This design comes from an exercise in tuning for small area, a short achievable clock period and few clock cycles per item on the open sky130 flow, not from production work.
Only simulation tests tie the RTL to the original design; equivalence was not proved.
Power is estimated from default activity; no workload was simulated.

<file path="config.mk">
export PLATFORM = sky130hd
export DESIGN_NAME = double_int32_wrap_bitwise_alu_core
export DESIGN_NICKNAME = double_int32_wrap_bitwise_alu_core
export VERILOG_FILES = /design/flow/design.v
export SDC_FILE = /design/flow/constraint.sdc
export NUM_CORES = 4
export LEC_CHECK = 0
export ABC_AREA = 1
export CAP_MARGIN = 20
export CORE_MARGIN = 2
export CORE_UTILIZATION = 40
export SETUP_SLACK_MARGIN = 2.1
export SLEW_MARGIN = 20
</file>
<file path="constraint.sdc">
create_clock -name core_clock -period 5.0 [get_ports {clk}]
set_input_delay 1.0000 -clock core_clock [delete_from_list [all_inputs] [get_ports {clk}]]
set_output_delay 1.0000 -clock core_clock [all_outputs]
set_load 0.01 [all_outputs]
</file>
<file path="design.v">
`default_nettype none
package dibw_pkg;
  typedef enum logic [2:0] {
    CMD_AND = 3'd0,
    CMD_OR  = 3'd1,
    CMD_XOR = 3'd2,
    CMD_NOT = 3'd3,
    CMD_SHL = 3'd4,
    CMD_SAR = 3'd5,
    CMD_SHR = 3'd6,
    CMD_NOP = 3'd7
  } cmd_t;
  function automatic logic [31:0] cneg(input logic [31:0] v, input logic s);
    logic [31:0] p;
    p = v;
    for (int k = 1; k < 32; k = k * 2)
      for (int i = 2 * k - 1; i < 32; i += 2 * k) p[i] = p[i] | p[i - k];
    for (int k = 8; k >= 1; k = k / 2)
      for (int i = 3 * k - 1; i < 32; i += 2 * k) p[i] = p[i] | p[i - k];
    cneg = v ^ ({p[30:0], 1'b0} & {32{s}});
  endfunction
  function automatic logic [32:0] dbl_shift_hi(input logic [63:0] bits);
    logic [10:0] expo;
    logic        ok;
    logic [82:0] s0, s1, s2, s3, s4, s5, s6;
    expo = bits[62:52];
    ok   = (expo[10:7] == 4'b1000);
    s0   = {30'd0, ok, bits[51:0] & {52{ok}}};
    s1   = expo[6] ? (s0 << 64) : s0;
    s2   = expo[5] ? (s1 << 32) : s1;
    s3   = expo[4] ? (s2 << 16) : s2;
    s4   = expo[3] ? (s3 << 8)  : s3;
    s5   = expo[2] ? (s4 << 4)  : s4;
    s6   = expo[1] ? (s5 << 2)  : s5;
    dbl_shift_hi = s6[82:50];
  endfunction
  function automatic logic [31:0] dbl_shift_lo(input logic [32:0] w, input logic j,
                                               input logic one, input logic neg);
    logic [32:0] t3;
    logic [31:0] mag;
    t3  = j ? (w << 1) : w;
    mag = {t3[32:2], t3[1] | one};
    dbl_shift_lo = cneg(mag, neg);
  endfunction
  function automatic logic [4:0] lzc32(input logic [31:0] v);
    logic [15:0] z1; logic [15:0] c1;
    logic [7:0]  z2; logic [15:0] c2;
    logic [3:0]  z3; logic [11:0] c3;
    logic [1:0]  z4; logic [7:0]  c4;
    logic [4:0]  c5;
    for (int i = 0; i < 16; i++) begin
      z1[i] = !(v[2*i+1] | v[2*i]);
      c1[i] = !v[2*i+1];
    end
    for (int i = 0; i < 8; i++) begin
      z2[i]         = z1[2*i+1] & z1[2*i];
      c2[2*i +: 2]  = z1[2*i+1] ? {1'b1, c1[2*i]} : {1'b0, c1[2*i+1]};
    end
    for (int i = 0; i < 4; i++) begin
      z3[i]         = z2[2*i+1] & z2[2*i];
      c3[3*i +: 3]  = z2[2*i+1] ? {1'b1, c2[2*(2*i) +: 2]} : {1'b0, c2[2*(2*i+1) +: 2]};
    end
    for (int i = 0; i < 2; i++) begin
      z4[i]         = z3[2*i+1] & z3[2*i];
      c4[4*i +: 4]  = z3[2*i+1] ? {1'b1, c3[3*(2*i) +: 3]} : {1'b0, c3[3*(2*i+1) +: 3]};
    end
    c5 = z4[1] ? {1'b1, c4[3:0]} : {1'b0, c4[7:4]};
    lzc32 = c5;
  endfunction
  function automatic logic [63:21] word_to_dbl(input logic neg, input logic [31:0] w);
    logic [31:0] m;
    logic [4:0]  lz;
    logic [32:0] s;
    logic [4:0]  p;
    logic [10:0] expo;
    m    = cneg(w, neg);
    lz   = lzc32(w ^ {32{neg}});
    s    = {1'b0, m} << lz;
    p    = ~lz;   
    expo = s[32] ? (11'd1024 + {6'd0, p}) : (11'd1023 + {6'd0, p});
    if (w == 32'd0) word_to_dbl = '0;
    else word_to_dbl = {neg, expo, s[30:0]};
  endfunction
endpackage
`default_nettype wire
`default_nettype none
module double_int32_wrap_bitwise_alu_core (
  input  wire logic        clk,
  input  wire logic        rst,
  input  wire logic        in_valid,
  output logic             in_stall,
  input  wire logic [2:0]  command,
  input  wire logic [63:0] operand_a,
  input  wire logic [63:0] operand_b,
  output logic             out_valid,
  input  wire logic        out_stall,
  output logic [63:0]      result_double,
  output logic [31:0]      result_word,
  output logic             result_unsigned
);
  logic           v1, v2, v3, v4;
  dibw_pkg::cmd_t cmd1;
  logic [32:0]    wa1, wb1;
  logic           ja1, jb1;
  logic           oa1, ob1, sa1, sb1;
  dibw_pkg::cmd_t cmd2;
  logic [31:0]    x2, b2;
  logic           fill2;
  logic [31:0]    r3;
  logic           uns3, neg3;
  logic [63:21]   dbl4;
  logic           adv;
  logic [31:0] a, x, y, rev_y, r;
  logic [63:21] dbl;
  assign adv      = !(v4 && out_stall);
  assign in_stall = !adv;
  always_comb begin
    a = dibw_pkg::dbl_shift_lo(wa1, ja1, oa1, sa1);
    for (int i = 0; i < 32; i++) x[i] = (cmd1 == dibw_pkg::CMD_SHL) ? a[31 - i] : a[i];
    y = b2[4] ? {{16{fill2}}, x2[31:16]} : x2;
    y = b2[3] ? {{8{fill2}},  y[31:8]}   : y;
    y = b2[2] ? {{4{fill2}},  y[31:4]}   : y;
    y = b2[1] ? {{2{fill2}},  y[31:2]}   : y;
    y = b2[0] ? {fill2,       y[31:1]}   : y;
    for (int i = 0; i < 32; i++) rev_y[i] = y[31 - i];
    case (cmd2)
      dibw_pkg::CMD_AND: r = x2 & b2;
      dibw_pkg::CMD_OR:  r = x2 | b2;
      dibw_pkg::CMD_XOR: r = x2 ^ b2;
      dibw_pkg::CMD_NOT: r = ~x2;
      dibw_pkg::CMD_SHL: r = rev_y;
      dibw_pkg::CMD_SAR: r = y;
      dibw_pkg::CMD_SHR: r = y;
      default:           r = 32'd0;
    endcase
    dbl = dibw_pkg::word_to_dbl(neg3, r3);
  end
  always_ff @(posedge clk) begin
    if (rst) begin
      v1 <= 1'b0;
      v2 <= 1'b0;
      v3 <= 1'b0;
      v4 <= 1'b0;
    end else if (adv) begin
      v1 <= in_valid;
      v2 <= v1;
      v3 <= v2;
      v4 <= v3;
    end
    if (adv) begin
      cmd1            <= dibw_pkg::cmd_t'(command);
      wa1             <= dibw_pkg::dbl_shift_hi(operand_a);
      ja1             <= operand_a[52];
      oa1             <= (operand_a[62:52] == 11'd1023);
      sa1             <= operand_a[63];
      wb1             <= dibw_pkg::dbl_shift_hi(operand_b);
      jb1             <= operand_b[52];
      ob1             <= (operand_b[62:52] == 11'd1023);
      sb1             <= operand_b[63];
      cmd2            <= cmd1;
      x2              <= x;
      b2              <= dibw_pkg::dbl_shift_lo(wb1, jb1, ob1, sb1);
      fill2           <= (cmd1 == dibw_pkg::CMD_SAR) && a[31];
      r3              <= r;
      uns3            <= (cmd2 == dibw_pkg::CMD_SHR);
      neg3            <= (cmd2 != dibw_pkg::CMD_SHR) && r[31];
      result_word     <= r3;
      result_unsigned <= uns3;
      dbl4            <= dbl;
    end
  end
  assign out_valid = v4;
  assign result_double = {dbl4, 21'd0};
endmodule
`default_nettype wire
</file>
<file path="flow/run.sh">
#!/bin/bash
# Standard flow, except that the port buffers are buf_2 cells (not the default
# delay-buffer cells) and the resizer may swap cells across footprints.
set -uo pipefail
bash standard.sh MATCH_CELL_FOOTPRINT=0 "BUFFER_PORTS_ARGS=-buffer_cell sky130_fd_sc_hd__buf_2" finish > standard.log 2>&1
</file>
<file path="standard.sh">
#!/bin/bash
# synth_recipe.tcl (not shown) runs the flow's synth.tcl, then flattens the netlist and writes it again
# the make line also repeats each setting of config.mk as NAME=value (left out here)
make -C /OpenROAD-flow-scripts/flow DESIGN_CONFIG=/design/flow/config.mk WORK_HOME=/design/flow/orfs CLKGATE_MAP_FILE= SYNTH_SCRIPT=/design/flow/synth_recipe.tcl "${@:-finish}"
</file>
==> metrics.cfg, run 1 <==
[grt]
antenna_found_initial = 0
grt_util_met1_pct = 31.2
grt_pass1_vias = 19900
grtUsageMet2_pct = 40.8
top_usage_layer = met2
grt_pass1_wl_um = 108000
track_usage_pct = 23.8
grt_util_met3_pct = 2.41
grt_max_degree = 174
globalRouteOverflowTotal = 0

[synthesis]
ys.flop_type = edfxtp_1
ys_seq_elements = 256
synth.area.top_cells = edfxtp_1 (36%), nand2_1 (16%), o21ai_0 (8.9%)
synth_top_area_cell = edfxtp_1
post-synth-top-area-fraction_pct = 35.6
yosysWarnings = 1
async_flop_share_pct = 0
seq_area_frac_synth_pct = 35.9
synth_area_um2 = 21300
synth_cell_types = 55
synth_cells = 2928
syn_avg_cell_area_um2 = 7.27
synth_edf_count = 252

[worst_setup_path]
crit_required_ps = 5310
r2r-end = dbl4[55]
max_stage_delay_ps = 370
rr_worst_depth = 19
reg2reg_slack_ps = 2040
cp-startpoint = neg3
path_buf_inv = 4
setup.worst_path.start_class = register
path_class = register to register
cp_top_family = simple AND/OR/NAND/NOR gates
crit_chain = buf_12 > buf_4 > nand2_1 > nand2_2 > nand2_2 > nor2_4 > nand2_4 > nor2_8 > nand3_4 > buf_4 > buf_4 > nand3_2 > nand3_2 > nand3_2 > nand2_2 > nand2_2 > nand2_4 > a21oi_2 > nor2_1
cp_common_cell = nand2_2
rr_startpoint = neg3
crit_cells = 19
cp-end-kind = register
critical_path_arrival_ps = 3270
cp_max_fo = 9
crit_path_end = dbl4[55]
crit_path_top_delay_cell = edfxtp_1

[sta]
slew_headroom_pct = 34.7
tns_ps = 0
final.period_utilization_pct = 59.3
fin_skew_ps = 16.2
setup_violations = 0
finalHoldViolations = 0
worst_slack_ps = 2040
worstMarginPinSlew_ps = 978
finalCriticalPeriod_ps = 2960
fmax_mhz = 338
slew_viol_final = 0
rsz0062_at_grt = yes

[layout]
instances_no_fill = 3868
antenna_cells = 0
layout_commonest_cell = nand2_1
finish.net_count = 3359
drive_gt1_share_pct = 20.9
num-fill-cells = 5228
area_delta_synth_final_pct = 22.8
most-common-layout-cells = nand2_1 (845), o21ai_0 (302), inv_1 (264), edfxtp_1 (252), buf_2 (211)

[placed_design]
portBuffers = 212
place_congestion = 0.915
pre_cts_slack_ps = 1080
hpwl_um = 50300
dp.cells = 3685

[floorplan]
die_w_um = 235
ios = 234
die-area_um2 = 55100
dieHeight_um = 235
row_count = 84
start_util_pct = 40.5
core_area_um2 = 52600

[clock_tree]
numCtsBuffers = 29
clock_latency_ps = 560
clkTransAtPathRegs_ps = 60
clk_path_buf_depth = 3
clock-root-buffer = clkbuf_16
cts_htree_levels = 1
tritoncts = done
cts.sinks = 256

[status]
status = timing/DRC/antenna clean

[detailed_routing]
vias = 21100
drt_iter0_markers = 1644
drtAntennaViolNets = 0
routed_wl_um = 70300
drtPass1Iterations = 5
avgViaCountPerCell = 5.46
drc_errors = 0
wl_per_cell_um = 18.2

[worst_hold_path]
hold_path_class = register to register
hold_depth = 0

[power]
leakage_uw = 0.0119
pwr_density_cell_nw_per_um2 = 454
power_uw = 11900
ir_drop_uv = 334

[flow_run]
maxCapViolCount = 0

registers in the layout (all words and copies together), names as in the netlist, 3 cells and up:
signal,count
dbl4,42
x2,32
wb1,33
cmd2,3
cmd1,3
wa1,33
r3,32
b2,32
result_word,32
area by class of cell:
| cell class | instances | area, um2 | share of cell area [%] |
|---|---|---|---|
| multi-input combinational | 2218 | 12800 | 49.1 |
| inverter | 292 | 1180 | 4.53 |
| clock buffer | 35 | 748 | 2.86 |
| timing repair buffer | 352 | 2550 | 9.77 |
| sequential | 256 | 7650 | 29.3 |
| tap | 688 | 861 | 3.29 |
| clock inverter | 18 | 236 | 0.905 |
| timing repair inverter | 9 | 65.1 | 0.249 |
layer usage:
metal	up-vias	wire, um
met5	-	0
met4	0	2380
met3	122	3870
met2	709	33900
met1	9886	30200
li1	10400	-
per-stage QoR:
stage | instance area (um2) | util, % | hold WS [ps]
floorplan | 21400 | - | 400
global placement | 22600 | 43.1 | 414
detailed placement | 22600 | 43.1 | 427
CTS | 24500 | 46.7 | 441
global route | 26100 | 49.7 | 445
finish | 26100 | 49.7 | 438
cells in the mapped netlist (41+ instances only):
cell and number:
nand3_1 152, ha_1 66, o21ai_0 379, a21oi_1 77, a221oi_1 41, clkbuf_1 118
nor2_1 127, edfxtp_1 252, inv_1 278, mux2i_1 101, o22ai_1 53, nand2_1 907
cells by family (layout without fill, tap and decap cells):
kind of cell | Yosys count | after routing | synth area share [%]
and+or+nand+nor | 1274 | 1284 | 24.6
AOI/OAI and AO/OA | 679 | 679 | 18.6
buffers and inverters | 484 | 706 | 9.53
DFF | 256 | 256 | 35.9
muxes | 101 | 101 | 4.75
xor gates and xnor gates | 67 | 67 | 2.76
adders and majority gates | 66 | 66 | 3.88
other | 1 | 21 | 0.0176
how the worst min path moves through the flow:
| stage | from | end | slack, ps |
|---|---|---|---|
| after detailed placement | uns3 | result_unsigned | 430 |
| final | uns3 | result_unsigned | 440 |
| after global routing | uns3 | result_unsigned | 440 |
| after floorplan | uns3 | result_unsigned | 400 |
| after CTS | uns3 | result_unsigned | 440 |
| after global placement | uns3 | result_unsigned | 410 |
report_power, final:
group,internal [uW],leakage (uW),switching (uW)
Sequential,3060,0.00282,418
Clock,1330,0.000465,873
Combinational,2230,0.00859,3950
Total,6620,0.0119,5240
repair_timing:
item	in CTS	in global routing
setup endpoints to repair	180	154
pin swaps	24	62
gates cloned	15	16
setup buffers	40	59
gates resized for setup	137	269
hold buffers	0	0
Testbench counts, summed over its fixed seeds: cycles 24,032, items 24,000.
==> inputs of run 2 (changes only) <==
--- a/config.mk
+++ b/config.mk
@@ -10,4 +10,4 @@
 export CORE_MARGIN = 2
 export CORE_UTILIZATION = 40
-export SETUP_SLACK_MARGIN = 2.1
+export SETUP_SLACK_MARGIN = 1.8
 export SLEW_MARGIN = 20
==> run 2 against run 1 <==
  * Die area unchanged
  * Core utilization decreased by 2.9 points
  * Synthesized cell count unchanged
  * Critical path depth decreased by 11
  * Routed wire length decreased by 2.9%
==> metrics.cfg, run 2 <==
[status]
status = timing/DRC/antenna clean

[grt]
grt_max_degree = 172  ; -1.1%
grt_pass1_vias = 19200  ; -3.5%
grt_pass1_wl_um = 105000  ; -2.1%
globalRouteOverflowTotal = 0  ; unchanged
antenna_found_initial = 0  ; unchanged
track_usage_pct = 23.4  ; -0.38 points

[power]
sw_frac_of_total_pct = 43.9  ; -0.28 points
leakage_uw = 0.0113  ; -4.6%
seqPwrFrac_pct = 31.8  ; +2.5 points
comb_power_share_pct = 48.2  ; -3.9 points
ir_drop_uv = 285  ; -15%
pwr_density_cell_nw_per_um2 = 446  ; -1.8%
power_uw = 11000  ; -7.6%
p_switching_uw = 4810  ; -8.2%
pwr-share-clk_pct = 20.0  ; +1.5 points
internal_power_uw = 6150  ; -7.2%

[sta]
worstMarginPinSlew_ps = 953  ; -24.7 ps
slew_viol_final = 0  ; unchanged
worst_slack_ps = 1890  ; -148 ps
setup_violations = 0  ; unchanged
final.period_utilization_pct = 62.2  ; +3.0 points
finalCriticalPeriod_ps = 3110  ; +148 ps
fin_skew_ps = 12.2  ; -3.98 ps
tns_ps = 0  ; unchanged
fmax_mhz = 321  ; -4.8%
finalHoldViolations = 0  ; unchanged
slew_headroom_pct = 36.4  ; +1.6 points
rsz0062_at_grt = no

[detailed_routing]
drtAntennaViolNets = 0  ; unchanged
routed_wl_um = 68300  ; -2.9%
drc_errors = 0  ; unchanged
avgViaCountPerCell = 5.40  ; -1.0%
dr_wl_met2_um = 32400  ; -4.4%
drtPass1Iterations = 6  ; +1
drt_iter0_markers = 1617  ; -1.6%
met1_length_um = 29800  ; -1.3%
vias = 20600  ; -2.5%
wl_met3_um = 3800  ; -1.8%
wl_per_cell_um = 17.9  ; -1.4%
highest_layer = met4

[synthesis]
synth_fa_ha_area_share_pct = 3.88  ; unchanged
synth_compound_area_share_pct = 18.6  ; unchanged
synth_area_um2 = 21300  ; unchanged
synth_top_area_cell = edfxtp_1
synth_cells = 2928  ; unchanged
syn_avg_cell_area_um2 = 7.27  ; unchanged
synth_cell_types = 55  ; unchanged
synthTopCellsByCount = nand2_1 (907), o21ai_0 (379), inv_1 (278)
post-synth-top-area-fraction_pct = 35.6  ; unchanged
ys.flop_type = edfxtp_1
ys_seq_elements = 256  ; unchanged
seq_area_frac_synth_pct = 35.9  ; unchanged
yosys.area_share.simple_pct = 24.6  ; unchanged
synth.most_common_cell = nand2_1
synth_edf_count = 252  ; unchanged
yosysWarnings = 1  ; unchanged
synth.area.top_cells = edfxtp_1 (36%), nand2_1 (16%), o21ai_0 (8.9%)
muxShareOfSynthArea_pct = 4.75  ; unchanged
async_flop_share_pct = 0  ; unchanged
synth_top_family_by_area = simple AND/OR/NAND/NOR gates
yosys.area_share.xor_xnor_pct = 2.76  ; unchanged

[worst_hold_path]
hold_path_class = register to register

[layout]
largest_registers = dbl4: 42 flops, wa1: 33 flops, wb1: 33 flops
utilization_pct = 46.8  ; -2.9 points
drive_gt1_share_pct = 14.9  ; -6.0 points
finish.net_count = 3301  ; -1.7%
multi_input_area_um2 = 12000  ; -6.2%
stdcell_area_um2 = 24600  ; -5.9%
most-common-layout-cells = nand2_1 (894), o21ai_0 (361), inv_1 (271), edfxtp_1 (252), buf_2 (213)
area_delta_synth_final_pct = 15.6
num-fill-cells = 5301  ; +1.4%
regArea_um2 = 7650  ; unchanged
layout_commonest_cell = nand2_1
antenna_cells = 0  ; unchanged
largest_reg_flops = 42  ; unchanged
largest_register = dbl4

[floorplan]
ios = 234  ; unchanged
die-area_um2 = 55100  ; unchanged
start_util_pct = 40.5  ; unchanged
core_area_um2 = 52600  ; unchanged
die_w_um = 235  ; unchanged
dieHeight_um = 235  ; unchanged
row_count = 84  ; unchanged

[placed_design]
portBuffers = 212  ; unchanged
hpwl_um = 51400  ; +2.2%
pre_cts_slack_ps = 1240  ; +160 ps
place_congestion = 0.971  ; +6.1%
placed_area_um2 = 22700  ; +0.14%

[clock_tree]
cts.sinks = 256  ; unchanged
cts_htree_levels = 1  ; unchanged
numCtsBuffers = 29  ; unchanged
clkTransAtPathRegs_ps = 60  ; about the same
clk_path_buf_depth = 3  ; unchanged
clock-root-buffer = clkbuf_16
tritoncts = done
clock_latency_ps = 570  ; about the same
ctsHoldBuffers = 0  ; unchanged

[worst_setup_path]
cp-end-kind = register
cp_common_cell = o21ai_0
max_stage_delay_ps = 490  ; +120 ps
path_class = register to register
crit_required_ps = 5280  ; -30 ps
crit_chain = buf_4 > clkinvlp_2 > o21ai_0 > o21ai_0 > o21ai_0 > mux2i_1 > a221oi_1 > nand3_1
crit_path_top_delay_cell = clkinvlp_2
critical_path_arrival_ps = 3390  ; +120 ps
cp_max_fo = 23  ; +14
setup.worst_path.start_class = register

[flow_run]
maxCapViolCount = 0  ; unchanged

-- run 2: what timing repair did --
action,in CTS,in global routing
pin swaps,1,19
endpoints found under the hold margin,0,0
cloned,2,13
endpoints found under the setup margin,49,142
buffers inserted,6,47
resized for setup,25,89
-- run 2: area by class of cell --
class,count,share of cell area [%]
Timing Repair Buffer,301,7.72
Clock inverter,18,0.956
Multi-Input combinational cell,2215,49.0
Sequential cell,256,31.1
Tap cell,688,3.50
Timing Repair inverter,5,0.127
Inverter,292,4.62
Clock buffer,33,3.01
-- run 2: final timing paths --
check             start              end  slack [ps]  depth (start not counted)
hold reg to reg    uns3  result_unsigned         440                          0
setup reg to reg  b2[3]           r3[30]        1890                          8
hold / removal     uns3  result_unsigned         440                          0
setup / recovery  b2[3]           r3[30]        1890                          8
-- run 2: worst max-delay path: cells and delay by family, from the launching register on --
kind / cells / cell delay [ps]
compound gates: 4 / 1220
mux: 1 / 210
buf+inv: 2 / 800
simple gates: 1 / 190
flops: 1 / 380
-- run 2: cells by family after synthesis --
group                    count (synthesis)
AND/OR/NAND/NOR                       1274
AO/OA/AOI/OAI                          679
buffers and inverters                  484
flip-flops                             256
multiplexers                           101
XOR/XNOR                                67
adder cells (fa/ha/maj)                 66
other                                    1
-- run 2: stage by stage --
| stage | hold slack, ps | cells |
|---|---|---|
| 6_report | 436 | 3808 |
| 5_1_grt | 464 | 3808 |
| 4_1_cts | 443 | 3748 |
| 3_5_place_dp | 428 | 3689 |
| 3_3_place_gp | 418 | 3689 |
| 2_1_floorplan | 400 | 2948 |
-- run 2: power by group through the flow --
stage | registers, uW | logic [uW] | clock network (uW)
detailed placement | 3540 | 4770 | 0
finish | 3480 | 5280 | 2190
CTS | 3490 | 4890 | 2240
global route | 3540 | 5900 | 2330
global placement | 3530 | 4760 | 0
floorplan | 3440 | 3320 | 0
-- run 2: layer usage --
metal	global-route usage, %	vias to the layer above
met1	30.8	9490
met4	7.54	0
met3	2.36	127
li1	-	10300
met2	40.2	698
met5	0	-
==> inputs of run 3 (changes only) <==
--- a/config.mk
+++ b/config.mk
@@ -10,4 +10,4 @@
 export CORE_MARGIN = 2
 export CORE_UTILIZATION = 40
-export SETUP_SLACK_MARGIN = 1.8
+export SETUP_SLACK_MARGIN = 2.0
 export SLEW_MARGIN = 20
==> run 3 against run 2 <==
  * Global-route usage increased by 0.12 points
  * Die area unchanged
  * Cell count increased by 1.2%
  * Clock-buffer cell count increased by 2
  * Highest routed layer unchanged
  * Sequential cell count unchanged
  * Combinational power increased by 8.1%
  * Fmax increased by 4.8%
  * Clock power about the same
  * Total power increased by 4.1%
  * Non-clock buffer count increased by 41
  * First-iteration DRC count decreased by 0.19%
  * Critical endpoint is now r3[23]
==> metrics.cfg, run 3 <==
[synthesis]
synth_cells = 2928  ; unchanged
yosysWarnings = 1  ; unchanged
synth_cell_types = 55  ; unchanged
synth_edf_count = 252  ; unchanged
ys_seq_elements = 256  ; unchanged
synth_top_area_cell = edfxtp_1
async_flop_share_pct = 0  ; unchanged
post-synth-top-area-fraction_pct = 35.6  ; unchanged
synth.area.top_cells = edfxtp_1 (36%), nand2_1 (16%), o21ai_0 (8.9%)
synth_area_um2 = 21300  ; unchanged
synthTopCellsByCount = nand2_1 (907), o21ai_0 (379), inv_1 (278)
seq_area_frac_synth_pct = 35.9  ; unchanged
synth.most_common_cell = nand2_1
syn_avg_cell_area_um2 = 7.27  ; unchanged
ys.flop_type = edfxtp_1

[detailed_routing]
routed_wl_um = 68800  ; +0.74%
drt_iter0_markers = 1614  ; -0.19%
wl_per_cell_um = 17.9  ; -0.44%
drc_errors = 0  ; unchanged
drtAntennaViolNets = 0  ; unchanged
avgViaCountPerCell = 5.42  ; +0.38%
vias = 20900  ; +1.6%
drtPass1Iterations = 6  ; unchanged

[power]
sw_frac_of_total_pct = 43.8  ; -0.059 points
pwr_density_cell_nw_per_um2 = 446  ; +0.14%
internal_power_uw = 6400  ; +4.2%
pwr-share-clk_pct = 19.3  ; -0.7 points
seqPwrFrac_pct = 30.6  ; -1.2 points
leakage_uw = 0.0117  ; +3.2%
ir_drop_uv = 323  ; +13%
p_switching_uw = 5000  ; +3.9%
comb_power_share_pct = 50.1  ; +1.9 points

[worst_setup_path]
rr_startpoint = b2[4]
cp-end-kind = register
reg2reg_slack_ps = 2030  ; +140 ps
rr_worst_depth = 11  ; +3
path_class = register to register
crit_path_top_delay_cell = edfxtp_1
critical_path_arrival_ps = 3210  ; -180 ps
max_stage_delay_ps = 580  ; +90 ps
cp_max_fo = 6  ; -74%
r2r-end = r3[23]
crit_required_ps = 5240  ; -40 ps
cp-startpoint = b2[4]
setup.worst_path.start_class = register
crit_chain = nand2_2 > clkinvlp_4 > buf_12 > a21oi_1 > o21ai_0 > nand2_1 > nand2_1 > o21ai_0 > mux2i_1 > nand2_1 > o2111ai_1
cp_common_cell = nand2_1
crit_path_end = r3[23]

[clock_tree]
clkTransAtPathRegs_ps = 60  ; about the same
cts.sinks = 256  ; unchanged
clk_path_buf_depth = 3  ; unchanged
clock-root-buffer = clkbuf_16
numCtsBuffers = 29  ; unchanged
tritoncts = done
cts_htree_levels = 1  ; unchanged
clock_latency_ps = 560  ; about the same

[grt]
antenna_found_initial = 0  ; unchanged
grt_max_degree = 174  ; +1.2%
grt_pass1_vias = 19700  ; +2.5%
globalRouteOverflowTotal = 0  ; unchanged
grt_pass1_wl_um = 107000  ; +1.2%
track_usage_pct = 23.5  ; +0.12 points

[layout]
utilization_pct = 48.6  ; +1.8 points
largest_reg_flops = 42  ; unchanged
largest_register = dbl4
most-common-layout-cells = nand2_1 (868), o21ai_0 (326), inv_1 (266), edfxtp_1 (252), buf_2 (213)
largest_registers = dbl4: 42 flops, wa1: 33 flops, wb1: 33 flops
finish.net_count = 3344  ; +1.3%
area_delta_synth_final_pct = 20.1
drive_gt1_share_pct = 18.5  ; +3.6 points
antenna_cells = 0  ; unchanged
num-fill-cells = 5302  ; +0.019%
layout_commonest_cell = nand2_1

[sta]
rsz0062_at_grt = yes
slew_viol_final = 0  ; unchanged
tns_ps = 0  ; unchanged
slew_headroom_pct = 32.8  ; -3.6 points
worstMarginPinSlew_ps = 1010  ; +53.9 ps
setup_violations = 0  ; unchanged
fin_skew_ps = 18.7  ; +6.48 ps
worst_slack_ps = 2030  ; +141 ps
finalHoldViolations = 0  ; unchanged
finalCriticalPeriod_ps = 2970  ; -141 ps
hold_slack_ps = 436  ; -0.606 ps
fmax_mhz = 337  ; +4.8%
final.period_utilization_pct = 59.4  ; -2.8 points

[floorplan]
start_util_pct = 40.5  ; unchanged
dieHeight_um = 235  ; unchanged
core_area_um2 = 52600  ; unchanged
row_count = 84  ; unchanged
die_w_um = 235  ; unchanged
die-area_um2 = 55100  ; unchanged
ios = 234  ; unchanged

[placed_design]
portBuffers = 212  ; unchanged
hpwl_um = 50300  ; -2.1%
pre_cts_slack_ps = 1080  ; -160 ps
place_congestion = 0.915  ; -5.8%

[worst_hold_path]
hold_path_class = register to register

[flow_run]
maxCapViolCount = 0  ; unchanged

[status]
status = timing/DRC/antenna clean

[run 3: cell count changes in the layout (fill, tap and decap cells not counted), moves of 7 or more]
| cell | before | now |
|---|---|---|
| nor2_1 | 116 | 106 |
| o21ai_0 | 361 | 326 |
| nand3_2 | 5 | 20 |
| o21ai_1 | 26 | 52 |
| buf_4 | 72 | 99 |
| o21ai_2 | 11 | 18 |
| nand2_2 | 18 | 34 |
| nand2_4 | 7 | 18 |
| nand3_1 | 150 | 132 |
| buf_12 | 8 | 15 |
| nand2_1 | 894 | 868 |
[run 3: how the worst min path moves through the flow]
| stage | from | end | cells after the start |
|---|---|---|---|
| after floorplan | uns3 | result_unsigned | 0 |
| after global placement | uns3 | result_unsigned | 0 |
| after detailed placement | uns3 | result_unsigned | 0 |
| after CTS | uns3 | result_unsigned | 0 |
| after global routing | uns3 | result_unsigned | 0 |
| final | uns3 | result_unsigned | 0 |
[run 3: area by class of cell]
type	count	area, um2	area share (%)
clock buffers	35	748	2.93
clock inverters	18	236	0.925
inverters	292	1170	4.58
multi-input cells	2216	12400	48.7
flip-flops and latches	256	7650	29.9
well taps	688	861	3.37
repair buffers	342	2410	9.41
repair inverters	6	38.8	0.152
[run 3: power by group through the flow]
stage               combinational, uW  clock [uW]  sequential (uW)
finish                           5710        2200             3490
global route                     6340        2330             3540
CTS                              5020        2250             3500
detailed placement               4730           0             3560
global placement                 4700           0             3550
floorplan                        3320           0             3440
[run 3: cell families after synthesis]
kind of cell	share of synthesized area, %
simple gates	24.6
compound gates	18.6
buf+inv	9.53
flops	35.9
mux	4.75
xor+xnor	2.76
fa+ha+maj	3.88
other cells	0.0176
[run 3: timing repair]
item,4_1_cts,5_1_grt
gates cloned,10,15
pin swaps,13,35
setup buffers,30,60
gates resized for setup,74,198
endpoints found under the setup margin,153,159
hold buffers,0,0
[run 3: per-stage QoR]
stage,area [um2],total power (uW),instances
3_3_place_gp,22600,8240,3685
5_1_grt,25600,12200,3853
4_1_cts,24200,10800,3778
2_1_floorplan,21400,6760,2948
6_report,25600,11400,3853
3_5_place_dp,22600,8280,3685
[run 3: worst max-delay path: cells and delay by family (launching register included)]
family | cells | cell delay (ps)
compound gates | 4 | 1000
flops | 1 | 580
simple gates | 4 | 450
buf+inv | 2 | 340
mux | 1 | 290
[run 3: per-layer routing]
layer / GRT usage (%) / vias to the layer above / share of wire [%]
met1: 31.0 / 9784 / 43
met2: 40.3 / 650 / 48
li1: - / 10400 / -
met5: 0 / - / 0
met4: 7.58 / 0 / 2.9
met3: 2.48 / 90 / 5.8
==> inputs of run 4 (changes only) <==
--- a/config.mk
+++ b/config.mk
@@ -10,4 +10,5 @@
 export CORE_MARGIN = 2
 export CORE_UTILIZATION = 40
+export PLACE_DENSITY = 0.72
 export SETUP_SLACK_MARGIN = 2.0
 export SLEW_MARGIN = 20
==> run 4 against run 3 <==
  * Fmax is 0.99% higher
  * Routed wire length down 8.8%
  * Cell area decreased by 1.4%
  * First-iteration DRC count grew 37%
  * Clock-buffer cell count decreased by 3
  * Critical path depth rose by 4
  * Largest power group unchanged
  * Highest routed layer unchanged
==> metrics.cfg, run 4 <==
[synthesis]
synth_edf_count = 252  ; unchanged
synth.area.top_cells = edfxtp_1 (36%), nand2_1 (16%), o21ai_0 (8.9%)
synthTopCellsByCount = nand2_1 (907), o21ai_0 (379), inv_1 (278)
synth_area_um2 = 21300  ; unchanged
syn_avg_cell_area_um2 = 7.27  ; unchanged
ys.flop_type = edfxtp_1
yosysWarnings = 1  ; unchanged
synth_cell_types = 55  ; unchanged
post-synth-top-area-fraction_pct = 35.6  ; unchanged
synth_top_area_cell = edfxtp_1
ys_seq_elements = 256  ; unchanged
seq_area_frac_synth_pct = 35.9  ; unchanged
synth_cells = 2928  ; unchanged
async_flop_share_pct = 0  ; unchanged
synth.most_common_cell = nand2_1

[flow_run]
maxCapViolCount = 0  ; unchanged

[floorplan]
row_count = 84  ; unchanged
die-area_um2 = 55100  ; unchanged
ios = 234  ; unchanged
die_w_um = 235  ; unchanged
start_util_pct = 40.5  ; unchanged
core_area_um2 = 52600  ; unchanged
dieHeight_um = 235  ; unchanged

[grt]
track_usage_pct = 20.7  ; -2.8 points
globalRouteOverflowTotal = 0  ; unchanged
antenna_found_initial = 1  ; +1
grt_pass1_vias = 18100  ; -8.2%
grt_pass1_wl_um = 95100  ; -11%
grt_max_degree = 146  ; -16%

[power]
pwr_density_cell_nw_per_um2 = 438  ; -1.9%
leakage_uw = 0.0115  ; -1.9%
ir_drop_uv = 281  ; -13%

[detailed_routing]
drtAntennaViolNets = 0  ; unchanged
drt_iter0_markers = 2206  ; +37%
dr_wl_met2_um = 28500  ; -14%
vias = 21000  ; +0.30%
drtPass1Iterations = 7  ; +1
met1_length_um = 26500  ; -10%
highest_layer = met4
routed_wl_um = 62700  ; -8.8%
avgViaCountPerCell = 5.47  ; +0.85%
wl_per_cell_um = 16.4  ; -8.3%
wl_met3_um = 5110  ; +29%
drc_errors = 0  ; unchanged

[worst_setup_path]
path_buf_inv = 3  ; +1
cp-startpoint = ja1
setup.worst_path.start_class = register
rr_startpoint = ja1
cp_top_family = simple AND/OR/NAND/NOR gates
crit_path_end = x2[13]
crit_cells = 15  ; +4
cp_max_fo = 6  ; unchanged
crit_required_ps = 5300  ; +60 ps
reg2reg_slack_ps = 2060  ; +30 ps
path_class = register to register
cp-end-kind = register
r2r-end = x2[13]
crit_chain = buf_12 > buf_4 > nand2_1 > o21ai_1 > nand2_2 > nor3_4 > nand2_2 > nor2_4 > nand2_2 > nor2_4 > buf_4 > nand2_1 > nand2_1 > xnor2_1 > o21ai_0
crit_path_top_delay_cell = edfxtp_1
max_stage_delay_ps = 490  ; -90 ps
critical_path_arrival_ps = 3240  ; +30 ps
rr_worst_depth = 15  ; +4

[layout]
largest_register = dbl4
drive_gt1_share_pct = 17.8  ; -0.63 points
largest_registers = dbl4: 42 flops, wa1: 33 flops, wb1: 33 flops
largest_reg_flops = 42  ; unchanged
layout_commonest_cell = nand2_1
stdcell_area_um2 = 25200  ; -1.4%
finish.net_count = 3323  ; -0.63%
most-common-layout-cells = nand2_1 (862), o21ai_0 (349), inv_1 (265), edfxtp_1 (252), buf_2 (212)
num-fill-cells = 5200  ; -1.9%
area_delta_synth_final_pct = 18.4

[placed_design]
portBuffers = 212  ; unchanged
placed_area_um2 = 22600  ; about the same
hpwl_um = 43600  ; -13%
place_congestion = 0.967  ; +5.7%

[clock_tree]
cts.sinks = 256  ; unchanged
cts_htree_levels = 1  ; unchanged
clk_path_buf_depth = 3  ; unchanged
tritoncts = done
clock_latency_ps = 570  ; about the same
ctsHoldBuffers = 0  ; unchanged
clkTransAtPathRegs_ps = 60  ; about the same
clock-root-buffer = clkbuf_16
numCtsBuffers = 29  ; unchanged

[sta]
fmax_mhz = 340  ; +0.99%
fin_skew_ps = 7.69  ; -11.0 ps
finalHoldViolations = 0  ; unchanged
worstMarginPinSlew_ps = 917  ; -89.9 ps
final.period_utilization_pct = 58.8  ; -0.58 points
setup_violations = 0  ; unchanged
slew_headroom_pct = 38.6  ; +5.8 points
rsz0062_at_grt = yes
slew_viol_final = 0  ; unchanged
tns_ps = 0  ; unchanged
finalCriticalPeriod_ps = 2940  ; -29.2 ps

[status]
status = timing/DRC/antenna clean

[worst_hold_path]
hold_path_class = register to register

-- run 4: cell counts after synthesis --
Identical to the previous run, type by type.
-- run 4: cell type report --
| type | instances | area [um2] | share of cell area [%] |
|---|---|---|---|
| repair inverters | 12 | 92.6 | 0.368 |
| clock buffers | 32 | 737 | 2.93 |
| well taps | 688 | 861 | 3.42 |
| flip-flops and latches | 256 | 7650 | 30.4 |
| multi-input cells | 2217 | 12400 | 49.3 |
| repair buffers | 314 | 2080 | 8.27 |
| diodes | 1 | 2.50 | 0.00993 |
| inverters | 292 | 1170 | 4.63 |
| clock inverters | 20 | 181 | 0.720 |
-- run 4: stage by stage --
stage / setup slack [ps] / instances / hold WS (ps) / util, % / power [uW]
finish: 2060 / 3832 / 433 / 47.9 / 11000
global route: 1890 / 3831 / 438 / 47.9 / 11800
CTS: 2000 / 3766 / 428 / 45.6 / 10300
detailed placement: 885 / 3682 / 428 / 43.0 / 8060
global placement: 808 / 3682 / 411 / 43.0 / 8010
floorplan: 1950 / 2948 / 400 / - / 6760
-- run 4: where the power goes --
group	switching, uW	leakage, uW	internal, uW
Clock	889	0.000444	1170
Combinational	3560	0.00820	1930
Sequential	406	0.00282	3060
Total	4860	0.0115	6170
-- run 4: worst min path at each step --
stage          start              end  slack (ps)  depth (start not counted)
5_1_grt         uns3  result_unsigned         440                          0
3_5_place_dp    uns3  result_unsigned         430                          0
4_1_cts         uns3  result_unsigned         430                          0
2_1_floorplan   uns3  result_unsigned         400                          0
3_3_place_gp    uns3  result_unsigned         410                          0
6_report        uns3  result_unsigned         430                          0
-- run 4: kinds of logic after synthesis --
logic type | Yosys count | synth area share (%)
AO/OA/AOI/OAI | 679 | 18.6
XOR/XNOR | 67 | 2.76
adder cells (fa/ha/maj) | 66 | 3.88
buffers and inverters | 484 | 9.53
flip-flops | 256 | 35.9
multiplexers | 101 | 4.75
other | 1 | 0.0176
AND/OR/NAND/NOR | 1274 | 24.6
-- run 4: timing repair --
action                                  in CTS  in global routing
gates resized for setup                     54                197
endpoints found under the setup margin     145                157
cloned                                       6                 19
buffers inserted                            26                 46
pin swaps                                   10                 46
-- run 4: metal layers --
layer,track usage (%),vias to the layer above
li1,-,10300
met1,28.0,9421
met2,33.7,1015
met3,2.81,189
met4,7.73,0
met5,0,-
==> inputs of run 5 (changes only) <==
--- a/config.mk
+++ b/config.mk
@@ -11,4 +11,4 @@
 export CORE_UTILIZATION = 40
 export PLACE_DENSITY = 0.72
-export SETUP_SLACK_MARGIN = 2.0
+export SETUP_SLACK_MARGIN = 1.9
 export SLEW_MARGIN = 20
==> run 5 against run 4 <==
  * Still clean
  * Clock-buffer cell count unchanged
  * Sequential cell count unchanged
  * Global-route usage decreased by 0.24 points
  * Non-clock buffer count decreased by 15
  * First-iteration DRC count decreased by 23%
  * Clock power decreased by 3%
  * Die area unchanged
  * Register-to-register slack got worse by 30 ps
  * Cell area decreased by 2.1%
  * Setup slack got worse by 26 ps
  * Critical path depth increased by 4
  * Via count decreased by 2.6%
  * Critical endpoint is now dbl4[54]
==> metrics.cfg, run 5 <==
[layout]
largest_register = dbl4
finish.net_count = 3298  ; -0.75%
drive_gt1_share_pct = 15.5  ; -2.4 points
largest_registers = dbl4: 42 flops, wa1: 33 flops, wb1: 33 flops
area_delta_synth_final_pct = 15.8
layout_commonest_cell = nand2_1
largest_reg_flops = 42  ; unchanged
num-fill-cells = 5261  ; +1.2%
most-common-layout-cells = nand2_1 (885), o21ai_0 (364), inv_1 (269), edfxtp_1 (252), buf_2 (212)

[worst_setup_path]
cp-startpoint = neg3
cp_max_fo = 7  ; +1
rr_worst_depth = 19  ; +4
setup.worst_path.start_class = register
rr_startpoint = neg3
reg2reg_slack_ps = 2030  ; -30 ps
r2r-end = dbl4[54]
cp-end-kind = register
crit_path_end = dbl4[54]
path_class = register to register
critical_path_arrival_ps = 3290  ; +50 ps
crit_required_ps = 5320  ; +20 ps

[floorplan]
die_w_um = 235  ; unchanged
ios = 234  ; unchanged
core_area_um2 = 52600  ; unchanged
start_util_pct = 40.5  ; unchanged
dieHeight_um = 235  ; unchanged
row_count = 84  ; unchanged
die-area_um2 = 55100  ; unchanged

[synthesis]
syn_avg_cell_area_um2 = 7.27  ; unchanged
synth.area.top_cells = edfxtp_1 (36%), nand2_1 (16%), o21ai_0 (8.9%)
yosysWarnings = 1  ; unchanged
synth_cells = 2928  ; unchanged
synth_area_um2 = 21300  ; unchanged
synth.most_common_cell = nand2_1
synth_cell_types = 55  ; unchanged
post-synth-top-area-fraction_pct = 35.6  ; unchanged
synth_top_area_cell = edfxtp_1
synthTopCellsByCount = nand2_1 (907), o21ai_0 (379), inv_1 (278)
synth_edf_count = 252  ; unchanged
async_flop_share_pct = 0  ; unchanged
ys.flop_type = edfxtp_1
seq_area_frac_synth_pct = 35.9  ; unchanged
ys_seq_elements = 256  ; unchanged

[detailed_routing]
routed_wl_um = 60800  ; -3.1%
drt_iter0_markers = 1705  ; -23%
vias = 20400  ; -2.6%
drtPass1Iterations = 7  ; unchanged
drtAntennaViolNets = 0  ; unchanged
wl_per_cell_um = 16.0  ; -2.5%
drc_errors = 0  ; unchanged
avgViaCountPerCell = 5.36  ; -2.0%

[worst_hold_path]
hold_path.startpoint = uns3
hold_path_class = register to register
hold_depth = 0  ; unchanged

[power]
internal_power_uw = 5990  ; -2.9%
p_switching_uw = 4630  ; -4.7%
seqPwrFrac_pct = 32.6  ; +1.1 points
comb_power_share_pct = 48.6  ; -1.2 points
power_uw = 10600  ; -3.7%
sw_frac_of_total_pct = 43.6  ; -0.46 points
pwr-share-clk_pct = 18.8  ; about the same
pwr_density_cell_nw_per_um2 = 430  ; -1.6%
leakage_uw = 0.0113  ; -1.1%
ir_drop_uv = 289  ; +2.7%

[sta]
rsz0062_at_grt = yes
worstMarginPinSlew_ps = 930  ; +12.7 ps
fin_skew_ps = 12.8  ; +5.12 ps
finalHoldViolations = 0  ; unchanged
slew_headroom_pct = 37.8  ; -0.85 points
finalCriticalPeriod_ps = 2970  ; +26.0 ps
fmax_mhz = 337  ; -0.88%
setup_violations = 0  ; unchanged
slew_viol_final = 0  ; unchanged
final.period_utilization_pct = 59.3  ; +0.52 points
tns_ps = 0  ; unchanged

[grt]
grt_max_degree = 119  ; -18%
antenna_found_initial = 1  ; unchanged
track_usage_pct = 20.4  ; -0.24 points
grt_pass1_wl_um = 93700  ; -1.5%
grt_pass1_vias = 18000  ; -0.81%
globalRouteOverflowTotal = 0  ; unchanged

[clock_tree]
clock-root-buffer = clkbuf_16
cts_htree_levels = 1  ; unchanged
clkTransAtPathRegs_ps = 60  ; about the same
clk_path_buf_depth = 3  ; unchanged
clock_latency_ps = 570  ; about the same
cts.sinks = 256  ; unchanged
tritoncts = done
ctsHoldBuffers = 0  ; unchanged
numCtsBuffers = 29  ; unchanged

[status]
status = timing/DRC/antenna clean

[placed_design]
place_congestion = 0.975  ; +0.84%
portBuffers = 212  ; unchanged
hpwl_um = 44200  ; +1.4%

[flow_run]
maxCapViolCount = 0  ; unchanged

[run 5: cell families after synthesis]
group                      count (synthesis)  share of synthesized area (%)
muxes                                    101                           4.75
xor gates and xnor gates                  67                           2.76
adders and majority gates                 66                           3.88
DFF                                      256                           35.9
buffers and inverters                    484                           9.53
other                                      1                         0.0176
AOI/OAI and AO/OA                        679                           18.6
and+or+nand+nor                         1274                           24.6
[run 5: what timing repair did]
item | in CTS | in global routing
gates resized for setup | 30 | 110
endpoints found under the setup margin | 86 | 138
pin swaps | 0 | 22
gates cloned | 3 | 15
setup buffers | 7 | 42
[run 5: layout make-up]
type                            count  area (um2)  area share [%]
Clock buffer                       32         737            2.99
Tap cell                          688         861            3.49
Antenna cell                        1        2.50          0.0101
Clock inverter                     21         159           0.644
Sequential cell                   256        7650            31.0
Timing Repair Buffer              299        1980            8.03
Timing Repair inverter              5        33.8           0.137
Inverter                          292        1150            4.66
Multi-Input combinational cell   2214       12100            49.0
[run 5: critical path: stages (launching register included)]
cell and delay (ps):
edfxtp_1 370, buf_12 170, buf_4 140, nand2_1 90, nand2_2 120, nand2_1 90, nor2_4 160, nand2_4 110
nor2_8 140, nand3_4 190, buf_6 180, buf_4 130, nand3_1 90, nand3_1 120, nand3_2 110, nand2_1 90
nand2_1 120, nand2_4 90, a21oi_1 150, nor2_1 60
[run 5: metrics by stage]
step	cell area, um2	cells	hold WS [ps]	util (%)	setup WS [ps]
after global routing	24700	3807	447	46.9	1840
final	24700	3808	433	46.9	2030
after CTS	23700	3750	437	45.2	1880
after detailed placement	22600	3687	423	43.1	1160
after floorplan	21400	2948	400	-	1920
after global placement	22600	3687	419	43.1	1180
[run 5: worst min-delay path by stage]
stage	end	slack [ps]
floorplan	result_unsigned	400
global placement	result_unsigned	420
detailed placement	result_unsigned	420
CTS	result_unsigned	440
global route	result_unsigned	450
finish	result_unsigned	430
[run 5: layer usage]
layer / global-route usage [%] / up-vias / share of wire (%)
met5: 0 / - / 0
met4: 7.13 / 0 / 3.6
met3: 2.66 / 134 / 7.2
met2: 33.3 / 802 / 46
met1: 28.0 / 9208 / 44
li1: - / 10300 / -
[run 5: power by group through the flow]
| stage | registers (uW) | logic, uW | clock network, uW |
|---|---|---|---|
| after floorplan | 3440 | 3320 | 0 |
| after global placement | 3510 | 4490 | 0 |
| after detailed placement | 3520 | 4520 | 0 |
| after CTS | 3470 | 4640 | 2040 |
| after global routing | 3510 | 5770 | 2120 |
| final | 3460 | 5160 | 2000 |
==> inputs of run 6 (changes only) <==
--- a/config.mk
+++ b/config.mk
@@ -10,5 +10,4 @@
 export CORE_MARGIN = 2
 export CORE_UTILIZATION = 40
-export PLACE_DENSITY = 0.72
 export SETUP_SLACK_MARGIN = 1.9
 export SLEW_MARGIN = 20
==> run 6 against run 5 <==
  * Sequential share of layout area is 0.26 points lower
  * Routed wire length up 10%
  * Core utilization is 0.39 points higher
  * Clock-buffer cell count stayed put
==> metrics.cfg, run 6 <==
[status]
status = timing/DRC/antenna clean

[detailed_routing]
wl_per_cell_um = 17.6  ; +10%
drc_errors = 0  ; unchanged
drt_iter0_markers = 1587  ; -6.9%
avgViaCountPerCell = 5.42  ; +1.0%
drtAntennaViolNets = 0  ; unchanged
vias = 20700  ; +1.3%
drtPass1Iterations = 7  ; unchanged
routed_wl_um = 67000  ; +10%

[sta]
setup_violations = 0  ; unchanged
fin_skew_ps = 20.0  ; +7.22 ps
slew_headroom_pct = 40.7  ; +3.0 points
hold_slack_ps = 425  ; -8.43 ps
worstMarginPinSlew_ps = 887  ; -43.1 ps
finalCriticalPeriod_ps = 3000  ; +32.6 ps
fmax_mhz = 333  ; -1.1%
finalHoldViolations = 0  ; unchanged
tns_ps = 0  ; unchanged
worst_slack_ps = 2000  ; -32.6 ps
slew_viol_final = 0  ; unchanged
final.period_utilization_pct = 60.0  ; +0.65 points
rsz0062_at_grt = yes

[grt]
antenna_found_initial = 0  ; -1
grt_pass1_vias = 19100  ; +6.5%
track_usage_pct = 23.2  ; +2.7 points
globalRouteOverflowTotal = 0  ; unchanged
grt_max_degree = 97  ; -18%
grt_pass1_wl_um = 104000  ; +11%

[synthesis]
synth_top_area_cell = edfxtp_1
yosysWarnings = 1  ; unchanged
synthTopCellsByCount = nand2_1 (907), o21ai_0 (379), inv_1 (278)
synth.area.top_cells = edfxtp_1 (36%), nand2_1 (16%), o21ai_0 (8.9%)
synth.most_common_cell = nand2_1
synth_area_um2 = 21300  ; unchanged
syn_avg_cell_area_um2 = 7.27  ; unchanged
synth_edf_count = 252  ; unchanged
ys.flop_type = edfxtp_1
synth_cells = 2928  ; unchanged
ys_seq_elements = 256  ; unchanged
synth_cell_types = 55  ; unchanged
seq_area_frac_synth_pct = 35.9  ; unchanged
async_flop_share_pct = 0  ; unchanged
post-synth-top-area-fraction_pct = 35.6  ; unchanged

[worst_hold_path]
hold_path_class = register to register

[power]
power_uw = 11100  ; +4.3%
pwr_density_cell_nw_per_um2 = 445  ; +3.4%
leakage_uw = 0.0114  ; +0.67%
ir_drop_uv = 321  ; +11%

[worst_setup_path]
rr_startpoint = neg3
r2r-end = dbl4[55]
setup.worst_path.start_class = register
crit_chain = buf_4 > buf_4 > clkinv_8 > nand2_1 > nand2_1 > nand2_1 > nor2_4 > nand2_4 > inv_4 > nand2_4 > nand3_4 > buf_12 > nand2_8 > nand2_1 > nand3_1 > nand3_1 > nand2_1 > nand2_1 > nand2_2 > a21oi_1 > nor2_1
cp-startpoint = neg3
cp_top_family = simple AND/OR/NAND/NOR gates
crit_required_ps = 5320  ; about the same
path_class = register to register
max_stage_delay_ps = 390  ; +20 ps
critical_path_arrival_ps = 3320  ; +30 ps
rr_worst_depth = 21  ; +2
reg2reg_slack_ps = 2000  ; -30 ps
crit_cells = 21  ; +2
crit_path_end = dbl4[55]
cp_common_cell = nand2_1
cp-end-kind = register
path_buf_inv = 5  ; +1
crit_path_top_delay_cell = edfxtp_1
cp_max_fo = 16  ; +9

[placed_design]
portBuffers = 212  ; unchanged
place_congestion = 0.930  ; -4.7%
pre_cts_slack_ps = 1050  ; -110 ps
hpwl_um = 49600  ; +12%

[layout]
largest_registers = dbl4: 42 flops, wa1: 33 flops, wb1: 33 flops
largest_reg_flops = 42  ; unchanged
drive_gt1_share_pct = 16.0  ; +0.56 points
layout_commonest_cell = nand2_1
utilization_pct = 47.3  ; +0.39 points
antenna_cells = 0  ; -1
most-common-layout-cells = nand2_1 (877), o21ai_0 (360), inv_1 (267), edfxtp_1 (252), buf_2 (212)
finish.net_count = 3309  ; +0.33%
area_delta_synth_final_pct = 16.8
largest_register = dbl4

[clock_tree]
ctsHoldBuffers = 0  ; unchanged
clkTransAtPathRegs_ps = 60  ; about the same
clock_latency_ps = 580  ; about the same
clock-root-buffer = clkbuf_16
cts_htree_levels = 1  ; unchanged
clk_path_buf_depth = 3  ; unchanged
cts.sinks = 256  ; unchanged
numCtsBuffers = 29  ; unchanged
tritoncts = done

[flow_run]
maxCapViolCount = 0  ; unchanged

[floorplan]
die_w_um = 235  ; unchanged
row_count = 84  ; unchanged
core_area_um2 = 52600  ; unchanged
dieHeight_um = 235  ; unchanged
ios = 234  ; unchanged
start_util_pct = 40.5  ; unchanged
die-area_um2 = 55100  ; unchanged

-- run 6: timing repair --
| item | CTS | global route |
|---|---|---|
| pin swaps | 10 | 25 |
| gates cloned | 7 | 6 |
| setup endpoints to repair | 88 | 142 |
| gates resized for setup | 44 | 120 |
| setup buffers | 27 | 34 |
-- run 6: how the worst min path moves through the flow --
stage                     start         endpoint  cells after the start
final                      uns3  result_unsigned                      0
after global routing       uns3  result_unsigned                      0
after CTS                  uns3  result_unsigned                      0
after detailed placement   uns3  result_unsigned                      0
after global placement     uns3  result_unsigned                      0
after floorplan            uns3  result_unsigned                      0
-- run 6: cell type report --
type / instances / area (um2)
fill: 5304 / 27700
multi-input combinational: 2212 / 12100
sequential: 256 / 7650
timing repair buffer: 313 / 2060
inverter: 292 / 1150
tap: 688 / 861
clock buffer: 32 / 737
clock inverter: 20 / 240
timing repair inverter: 4 / 33.8
-- run 6: kinds of logic (layout without fill, tap and decap cells) --
kind of cell	after synthesis	count (layout)	synth area share, %
simple gates	1274	1278	24.6
mux	101	101	4.75
flops	256	256	35.9
other cells	1	21	0.0176
compound gates	679	679	18.6
xor+xnor	67	67	2.76
buf+inv	484	661	9.53
fa+ha+maj	66	66	3.88
-- run 6: through the flow --
step	instances	instance area, um2
after floorplan	2948	21400
final	3817	24900
after global placement	3690	22700
after detailed placement	3690	22700
after CTS	3776	24100
after global routing	3817	24900
-- run 6: power breakdown --
group          switching (uW)  internal [uW]
Combinational            3530           1870
Clock                     870           1320
Sequential                422           3060
-- run 6: layer usage --
layer | routed length [um] | GRT usage [%] | vias up
met5 | 0 | 0 | -
met4 | 2080 | 7.67 | 0
met3 | 4110 | 2.67 | 122
met2 | 32100 | 39.5 | 746
met1 | 28700 | 30.5 | 9530
li1 | - | - | 10300
==> inputs of run 7 (changes only) <==
--- a/config.mk
+++ b/config.mk
@@ -10,4 +10,5 @@
 export CORE_MARGIN = 2
 export CORE_UTILIZATION = 40
+export CTS_BUF_LIST = sky130_fd_sc_hd__clkbuf_8
 export SETUP_SLACK_MARGIN = 1.9
 export SLEW_MARGIN = 20
==> run 7 against run 6 <==
  * Routed wire length grew 0.67%
  * Core utilization shrank 0.31 points
  * Cell count grew 0.68%
  * Sequential power is essentially flat
  * Non-clock buffer count shrank 5
  * Critical path depth shrank 1
  * Register-to-register slack is essentially flat
  * Worst hold slack gained 2.4 ps
  * Clock skew grew 1.5 ps
  * Largest cell class unchanged
==> metrics.cfg, run 7 <==
[floorplan]
die-area_um2 = 55100  ; unchanged
ios = 234  ; unchanged
dieHeight_um = 235  ; unchanged
row_count = 84  ; unchanged
start_util_pct = 40.5  ; unchanged
die_w_um = 235  ; unchanged
core_area_um2 = 52600  ; unchanged

[placed_design]
placed_area_um2 = 22700  ; unchanged
place_congestion = 0.930  ; unchanged
portBuffers = 212  ; unchanged
hpwl_um = 49600  ; unchanged

[synthesis]
synth.area.top_cells = edfxtp_1 (36%), nand2_1 (16%), o21ai_0 (8.9%)
synth_top_area_cell = edfxtp_1
ys.flop_type = edfxtp_1
synth_edf_count = 252  ; unchanged
ys_seq_elements = 256  ; unchanged
synth_cell_types = 55  ; unchanged
yosysWarnings = 1  ; unchanged
post-synth-top-area-fraction_pct = 35.6  ; unchanged
seq_area_frac_synth_pct = 35.9  ; unchanged
syn_avg_cell_area_um2 = 7.27  ; unchanged
synthTopCellsByCount = nand2_1 (907), o21ai_0 (379), inv_1 (278)
async_flop_share_pct = 0  ; unchanged
synth_cells = 2928  ; unchanged
synth.most_common_cell = nand2_1
synth_area_um2 = 21300  ; unchanged

[worst_setup_path]
rr_startpoint = neg3
setup.worst_path.start_class = register
max_stage_delay_ps = 380  ; about the same
crit_chain = buf_6 > inv_8 > nand2_1 > nand2_1 > nand2_1 > nor2_4 > nand2_4 > inv_2 > nand2_4 > nand3_4 > buf_4 > nand2_8 > nand2_1 > nand3_1 > nand3_1 > nand2_1 > nand2_1 > nand2_2 > a21oi_1 > nor2_1
path_class = register to register
critical_path_arrival_ps = 3390  ; +70 ps
reg2reg_slack_ps = 1990  ; about the same
rr_worst_depth = 20  ; -4.8%
crit_path_top_delay_cell = edfxtp_1
cp_max_fo = 17  ; +1
cp_common_cell = nand2_1
cp-end-kind = register
path_buf_inv = 4  ; -1
cp_top_family = simple AND/OR/NAND/NOR gates
crit_required_ps = 5380  ; +60 ps
r2r-end = dbl4[55]

[layout]
area_delta_synth_final_pct = 16.0
largest_registers = dbl4: 42 flops, wa1: 33 flops, wb1: 33 flops
finish.net_count = 3327  ; +0.54%
largest_register = dbl4
most-common-layout-cells = nand2_1 (882), o21ai_0 (365), inv_1 (275), edfxtp_1 (252), buf_2 (212)
regArea_um2 = 7650  ; unchanged
multi_input_area_um2 = 12200  ; +0.32%
drive_gt1_share_pct = 16.2  ; +0.16 points
layout_commonest_cell = nand2_1
utilization_pct = 47.0  ; -0.31 points
stdcell_area_um2 = 24700  ; -0.66%
num-fill-cells = 5334  ; +0.57%
largest_reg_flops = 42  ; unchanged

[clock_tree]
clock-root-buffer = clkbuf_8
clock_latency_ps = 630  ; +50 ps
cts.sinks = 256  ; unchanged
ctsHoldBuffers = 0  ; unchanged
numCtsBuffers = 44  ; +52%
tritoncts = done
cts_htree_levels = 2  ; +1
clkTransAtPathRegs_ps = 60  ; about the same
clk_path_buf_depth = 3  ; unchanged

[sta]
slew_headroom_pct = 40.4  ; -0.36 points
final.period_utilization_pct = 60.2  ; +0.19 points
fin_skew_ps = 21.5  ; +1.48 ps
setup_violations = 0  ; unchanged
finalHoldViolations = 0  ; unchanged
worstMarginPinSlew_ps = 892  ; +5.38 ps
slew_viol_final = 0  ; unchanged
tns_ps = 0  ; unchanged
finalCriticalPeriod_ps = 3010  ; +9.72 ps
rsz0062_at_grt = yes
fmax_mhz = 332  ; -0.32%

[detailed_routing]
drt_iter0_markers = 1484  ; -6.5%
drtAntennaViolNets = 0  ; unchanged
drtPass1Iterations = 8  ; +1
met1_length_um = 28600  ; -0.29%
drc_errors = 0  ; unchanged
dr_wl_met2_um = 31900  ; -0.78%
highest_layer = met4
vias = 20800  ; +0.83%
wl_per_cell_um = 17.6  ; about the same
avgViaCountPerCell = 5.42  ; +0.15%
wl_met3_um = 4430  ; +7.8%
routed_wl_um = 67500  ; +0.67%

[power]
leakage_uw = 0.0114  ; -0.23%
pwr_density_cell_nw_per_um2 = 432  ; -2.9%
ir_drop_uv = 214  ; -33%

[worst_hold_path]
hold_path.startpoint = uns3
hold_path_class = register to register
min_to = result_unsigned
hold_depth = 0  ; unchanged

[grt]
globalRouteOverflowTotal = 0  ; unchanged
grt_pass1_vias = 19300  ; +1.1%
track_usage_pct = 23.5  ; +0.30 points
antenna_found_initial = 2  ; +2
grt_max_degree = 97  ; unchanged
grt_pass1_wl_um = 105000  ; +0.64%

[status]
status = timing/DRC/antenna clean

[flow_run]
maxCapViolCount = 0  ; unchanged

==> run 7: cell types whose count changed in the layout (fill, tap and decap cells not counted), moves of 3 or more <==
cell,previous run,this run
bufinv_16,5,2
clkbuf_1,3,0
clkbuf_8,0,44
o21ai_0,360,365
nand2_2,35,28
nand2_4,5,11
clkinv_1,9,12
clkbuf_16,34,4
nand2_1,877,882
clkinv_2,2,8
o21ai_1,33,28
buf_4,79,75
inv_1,267,275
==> run 7: how the worst max path moves through the flow <==
stage,depth (start not counted),end,startpoint,slack [ps]
floorplan,2,in_stall,out_stall,1920
global route,19,b2[31],jb1,1750
detailed placement,15,wa1[14],operand_a[59],1050
global placement,15,wa1[14],operand_a[59],1050
finish,20,dbl4[55],neg3,1990
CTS,20,x2[31],ja1,1910
==> run 7: layout make-up <==
cell class | count | area share, %
Timing Repair inverter | 6 | 0.208
Clock buffer | 44 | 2.45
Sequential cell | 256 | 31.0
Timing Repair Buffer | 308 | 8.14
Inverter | 292 | 4.63
Tap cell | 688 | 3.49
Clock inverter | 30 | 0.810
Antenna cell | 1 | 0.0101
Multi-Input combinational cell | 2218 | 49.3
==> run 7: stage by stage <==
stage / total power (uW) / instances / setup slack [ps] / hold slack [ps]
5_1_grt: 11500 / 3843 / 1750 / 439
2_1_floorplan: 6760 / 2948 / 1920 / 400
3_5_place_dp: 8250 / 3690 / 1050 / 416
4_1_cts: 10400 / 3798 / 1910 / 430
6_report: 10700 / 3843 / 1990 / 427
3_3_place_gp: 8230 / 3690 / 1050 / 419
==> run 7: metal layers <==
layer | track usage [%] | up-vias
li1 | - | 10300
met1 | 30.3 | 9565
met2 | 39.5 | 814
met3 | 3.29 | 155
met4 | 9.57 | 0
met5 | 0 | -
==> run 7: cells by family (layout without fill, tap and decap cells) <==
| family | count (synthesis) | after routing | synth area share, % |
|---|---|---|---|
| AND/OR/NAND/NOR | 1274 | 1284 | 24.6 |
| AO/OA/AOI/OAI | 679 | 679 | 18.6 |
| buffers and inverters | 484 | 680 | 9.53 |
| flip-flops | 256 | 256 | 35.9 |
| multiplexers | 101 | 101 | 4.75 |
| XOR/XNOR | 67 | 67 | 2.76 |
| adder cells (fa/ha/maj) | 66 | 66 | 3.88 |
| other | 1 | 22 | 0.0176 |
==> run 7: report_power, final <==
group	switching (uW)	internal (uW)	total [uW]
Sequential	419	3060	3480
Combinational	3540	1830	5380
Clock	886	929	1820
Total	4850	5830	10700
==> run 7: what timing repair did <==
| item | CTS | global route |
|---|---|---|
| gates resized for setup | 57 | 97 |
| setup buffers | 23 | 34 |
| gates cloned | 11 | 9 |
| pin swaps | 11 | 22 |
| endpoints found under the setup margin | 85 | 138 |
==> inputs of run 8 (changes only) <==
--- a/config.mk
+++ b/config.mk
@@ -10,5 +10,5 @@
 export CORE_MARGIN = 2
 export CORE_UTILIZATION = 40
-export CTS_BUF_LIST = sky130_fd_sc_hd__clkbuf_8
+export PLACE_DENSITY = 0.8
 export SETUP_SLACK_MARGIN = 1.9
 export SLEW_MARGIN = 20
==> run 8 against run 7 <==
  * Still clean on timing, DRC and antenna
  * Cell area shrank 0.69%
  * Die area is the same
  * Sequential share of layout area increased by 0.22 points
  * Largest cell class unchanged
==> metrics.cfg, run 8 <==
[placed_design]
portBuffers = 212  ; unchanged
place_congestion = 1.01  ; +8.1%

[floorplan]
row_count = 84  ; unchanged
core_area_um2 = 52600  ; unchanged
die_w_um = 235  ; unchanged
ios = 234  ; unchanged
die-area_um2 = 55100  ; unchanged
start_util_pct = 40.5  ; unchanged

[clock_tree]
tritoncts = done
cts.sinks = 256  ; unchanged
cts_htree_levels = 1  ; -1
clock_latency_ps = 570  ; -60 ps
clkTransAtPathRegs_ps = 60  ; about the same

[worst_hold_path]
hold_depth = 0  ; unchanged
hold_path_class = register to register
hold_path.startpoint = uns3

[status]
status = timing/DRC/antenna clean

[layout]
largest_register = dbl4
most-common-layout-cells = nand2_1 (887), o21ai_0 (359), inv_1 (267), edfxtp_1 (252), buf_2 (211)
largest_reg_flops = 42  ; unchanged
finish.net_count = 3301  ; -0.78%
area_delta_synth_final_pct = 15.2
layout_commonest_cell = nand2_1
largest_registers = dbl4: 42 flops, wa1: 33 flops, wb1: 33 flops

[sta]
finalHoldViolations = 0  ; unchanged
setup_violations = 0  ; unchanged
finalCriticalPeriod_ps = 3060  ; +46.5 ps
slew_viol_final = 0  ; unchanged
tns_ps = 0  ; unchanged
worst_slack_ps = 1940  ; -46.5 ps
fmax_mhz = 327  ; -1.5%
fin_skew_ps = 12.6  ; -8.93 ps
slew_headroom_pct = 38.5  ; -1.9 points
worstMarginPinSlew_ps = 921  ; +28.6 ps

[power]
leakage_uw = 0.0112  ; -1.3%
ir_drop_uv = 301  ; +40%

[worst_setup_path]
reg2reg_slack_ps = 1940  ; -50 ps
critical_path_arrival_ps = 3370  ; -20 ps
crit_path_top_delay_cell = edfxtp_1
max_stage_delay_ps = 380  ; about the same
crit_required_ps = 5310  ; -70 ps
path_class = register to register
rr_startpoint = neg3
setup.worst_path.start_class = register
r2r-end = dbl4[55]
cp-end-kind = register
rr_worst_depth = 18  ; -10%

[flow_run]
maxCapViolCount = 0  ; unchanged

[detailed_routing]
avgViaCountPerCell = 5.44  ; +0.27%
drt_iter0_markers = 2222  ; +50%
vias = 20700  ; -0.67%
routed_wl_um = 61100  ; -9.5%
drtPass1Iterations = 6  ; -2
drc_errors = 0  ; unchanged
drtAntennaViolNets = 0  ; unchanged
wl_per_cell_um = 16.0  ; -8.6%

[synthesis]
synth_area_um2 = 21300  ; unchanged
ys_seq_elements = 256  ; unchanged
syn_avg_cell_area_um2 = 7.27  ; unchanged
yosysWarnings = 1  ; unchanged
synth.area.top_cells = edfxtp_1 (36%), nand2_1 (16%), o21ai_0 (8.9%)
synth.most_common_cell = nand2_1
synthTopCellsByCount = nand2_1 (907), o21ai_0 (379), inv_1 (278)
seq_area_frac_synth_pct = 35.9  ; unchanged
synth_edf_count = 252  ; unchanged
synth_top_area_cell = edfxtp_1

[grt]
grt_pass1_wl_um = 94400  ; -9.8%
grt_max_degree = 154  ; +59%
track_usage_pct = 20.5  ; -3.0 points
antenna_found_initial = 0  ; -2
grt_pass1_vias = 18300  ; -5.2%

run 8: cell count changes in the layout (fill, tap and decap cells not counted), sizes merged:
cell / before / now
bufinv: 2 / 3
clkinvlp: 15 / 20
a21oi: 79 / 80
inv: 289 / 281
clkbuf: 48 / 35
diode: 1 / 0
clkinv: 22 / 13
nand3: 160 / 159
nand2: 925 / 923
buf: 304 / 295
run 8: kinds of logic (layout without fill, tap and decap cells):
logic type	after synthesis	in the layout	synth area share, %
and+or+nand+nor	1274	1281	24.6
muxes	101	101	4.75
AOI/OAI and AO/OA	679	680	18.6
xor gates and xnor gates	67	67	2.76
adders and majority gates	66	66	3.88
other	1	21	0.0176
DFF	256	256	35.9
buffers and inverters	484	647	9.53
run 8: worst max-delay path: cells and delay by family (launching register included):
family                 cells  cell delay, ps
flip-flops                 1             380
AND/OR/NAND/NOR           13            1560
XOR/XNOR                   1             180
buffers and inverters      3             500
AO/OA/AOI/OAI              1             170
run 8: per-stage QoR:
stage	instance area [um2]	hold WS [ps]	util [%]	power, uW	std cells
CTS	23800	442	45.2	10200	3751
global route	24500	465	46.7	11300	3807
detailed placement	22600	428	43.1	8060	3686
global placement	22600	406	43.1	7990	3686
floorplan	21400	400	-	6760	2948
finish	24500	433	46.7	10600	3807
run 8: report_power, final:
part           internal, uW  total, uW  switching, uW
combinational          1750       5100           3360
clock                  1150       1980            836
sequential             3060       3460            401
total                  5960      10600           4590
run 8: final cells by class:
type | instances | area [um2]
Clock buffer | 31 | 691
Clock inverter | 17 | 180
Fill cell | 5171 | 28000
Inverter | 292 | 1150
Multi-Input combinational cell | 2216 | 12100
Sequential cell | 256 | 7650
Tap cell | 688 | 861
Timing Repair Buffer | 299 | 1860
Timing Repair inverter | 8 | 51.3
run 8: layer usage:
metal	up-vias	wire length (um)	global-route usage, %	share of wire (%)
li1	10300	-	-	-
met1	9380	26000	27.3	43
met2	900	28500	34.1	47
met3	153	4210	2.15	6.9
met4	0	2400	8.19	3.9
met5	-	0	0	0
run 8: worst max path at each step:
stage | start | depth (start not counted) | end | slack, ps
2_1_floorplan | out_stall | 2 | in_stall | 1920
3_3_place_gp | neg3 | 18 | dbl4[52] | 1260
3_5_place_dp | neg3 | 12 | dbl4[57] | 1210
4_1_cts | neg3 | 17 | dbl4[55] | 1870
5_1_grt | neg3 | 20 | dbl4[53] | 1640
6_report | neg3 | 18 | dbl4[55] | 1940
run 8: what timing repair did:
item                       CTS  global route
pin swaps                    2            23
setup endpoints to repair   90           149
gates cloned                 5            14
hold buffers                 0             0
setup buffers               12            42
resized for setup           29           102

Setup slack of run 8, layout unchanged: 1.945 ns with ideal ports, 1.945 ns with driving cells assumed (clock clkbuf_16, inputs buf_2), 1.550 ns with port delays also shifted by the 0.611 ns mid clock arrival.
